This design comes from an exercise in tuning for a short achievable clock period and few clock cycles per item on the open sky130 flow, not from production work. Only simulation tests tie the RTL to the original design; equivalence was not proved. Power and IR drop assume default switching activity.

==> flow/design.v (excerpt) <==
module go_back_n_sender_top #(
	parameter int WINDOW = 5
) (
	input  logic        clk,
	input  logic        arst_n,
	input  logic        in_valid,
	output logic        in_stall,
	input  logic [1:0]  command,
	input  logic [15:0] seq_num,
	input  logic        end_of_message,
	input  logic [15:0] conn_id,
	input  logic [15:0] dest_address,
	input  logic [15:0] src_address,
	input  logic [9:0]  payload_len,
	input  logic [31:0] payload_word,
	output logic        out_valid,
	input  logic        out_stall,
	output logic [2:0]  kind,
	output logic [15:0] out_seq,
	output logic        out_eom,
	output logic [15:0] out_conn,
	output logic [15:0] out_dest,
	output logic [15:0] out_src,
	output logic [9:0]  out_len,
	output logic [31:0] out_payload,
	output logic        last_of_run,
	input  logic        psel,
	input  logic        penable,
	input  logic        pwrite,
	input  logic [3:0]  paddr,
	input  logic [31:0] pwdata,
	output logic [31:0] prdata,
	output logic        pready
);
	localparam int W  = 5;         
	localparam int D  = 12;        
	localparam int EW = 107 + 6;   
	localparam logic [1:0] M_IDLE = 2'd0, M_AWAIT = 2'd1, M_CONN = 2'd2, M_BREAK = 2'd3;
	logic          in_stall_q;
	logic          iv_q;
	logic [1:0]    icmd_q;
	logic [106:0]  if_q;
	logic [W-1:0]  mv_q;
	logic          eqf_q;
	logic          eq1_q;
	logic [1:0]    mode_q;
	logic [W-1:0]  vld_q;     
	logic [106:0]  win_q [W];
	logic [15:0]   fin_q;
	logic [15:0]   cc_q;
	logic          rs_q;
	logic [W-1:0]  rp_q;      
	logic [1:0]    rc_q;
	logic          blk_q;     
	logic          go_q;      
	logic [15:0]   limx_q [3];    
	logic [15:0]   lim_q [3];
	logic [EW-1:0] mem_q [D];
  ...
Settings: LEC_CHECK=0, CAP_MARGIN=20, CORE_MARGIN=2, CORE_UTILIZATION=65, SETUP_SLACK_MARGIN=2.6, SLEW_MARGIN=20, TNS_END_PERCENT=10; clock period 5.0 ns.
run.sh (not shown) runs the stock make flow with config.mk's settings and CLKGATE_MAP_FILE= SYNTH_SCRIPT=/design/flow/synth_recipe.tcl, a recipe that flattens the netlist after the stock synthesis.
The starting point finished with timing, DRC and antenna clean.
Testbench counts at the start, summed over its fixed seeds: cycles 5,635, commands 5,600.
Change:
==> flow/flow/run.sh (new file) <==
#!/bin/bash
# The standard layout (standard.sh: the standard flow's synthesis and ORFS flow, unchanged
# settings from config.mk), except that the port buffers are buf_4 cells
# instead of the smallest buffer, so the output paths do not start from a
# slow delay-cell buffer that repair_timing leaves in place.
set -euo pipefail
export BUFFER_PORTS_ARGS="-buffer_cell sky130_fd_sc_hd__buf_4"
bash standard.sh finish > flow_make.log 2>&1
==> flow/standard.sh (new file) <==
#!/bin/bash
# synth_recipe.tcl (not shown) runs the flow's synth.tcl, then flattens the netlist and writes it again
# the make line also repeats each setting of config.mk as NAME=value (left out here)
make -C /OpenROAD-flow-scripts/flow DESIGN_CONFIG=/design/flow/config.mk WORK_HOME=/design/flow/orfs CLKGATE_MAP_FILE= SYNTH_SCRIPT=/design/flow/synth_recipe.tcl "${@:-finish}"
removed: flow/run.sh
Now the flow completed and failed the layout checks on antenna violations.
Final area goes up by 0.41%.
Count of clock-buffer cells in the layout goes down by 9.
Setup slack gets worse by 0.023 ns.
Clock power stays flat.
Change:
==> flow/run.sh (new file) <==
#!/bin/bash
# synth_recipe.tcl (not shown) runs the flow's synth.tcl, then flattens the netlist and writes it again
# the make line also repeats each setting of config.mk as NAME=value (left out here)
make -C /OpenROAD-flow-scripts/flow DESIGN_CONFIG=/design/flow/config.mk WORK_HOME=/design/flow/orfs CLKGATE_MAP_FILE= SYNTH_SCRIPT=/design/flow/synth_recipe.tcl finish
--- a/flow/config.mk
+++ b/flow/config.mk
@@ -10 +10 @@
-export CORE_UTILIZATION = 65
+export CORE_UTILIZATION = 55
removed: flow/flow/run.sh
removed: flow/standard.sh
Outcome: The changed run finished with timing, DRC and antenna clean. Non-clock buffer count went up by 12. Flip-flop and latch count does not change. First-iteration DRC count went down by 8.8%.

[port drivers added, routing unchanged]
In the flow no input, the clock included, has a driving cell. The finished layouts below were timed again as built, in two steps. Step 1 (the two cells are an assumption about what drives the block):
set clk [get_ports {clk}]
set_driving_cell -lib_cell sky130_fd_sc_hd__clkbuf_16 $clk
set_driving_cell -lib_cell sky130_fd_sc_hd__buf_2 [delete_from_list [all_inputs] $clk]
Step 2 moves the port delays by t, midway between the first and last clock arrival at a register: inputs arrive t later, outputs are due t later. That takes back most of the time a late clock gives input paths. Three values: ideal ports, drivers, drivers and shift; two values: the first two.
| run | t, ns | setup slack, ns | hold WS [ns] | slew at the worst register clock pin (ns) |
|---|---|---|---|---|
| the first run | 0.928 | 2.181 / 2.090 / 1.548 | 0.148 / 0.108 / 0.470 | 0.07 / 0.07 |
| the second run | 0.933 | 2.158 / 2.066 / 1.799 | 0.155 / 0.123 / 0.489 | 0.07 / 0.07 |
| the third run | 0.953 | 2.194 / 2.108 / 1.426 | 0.128 / 0.142 / 0.470 | 0.07 / 0.07 |
The setup slack of the third run, which loses most, moves by -0.086 ns with the drivers and by -0.768 ns with both steps.
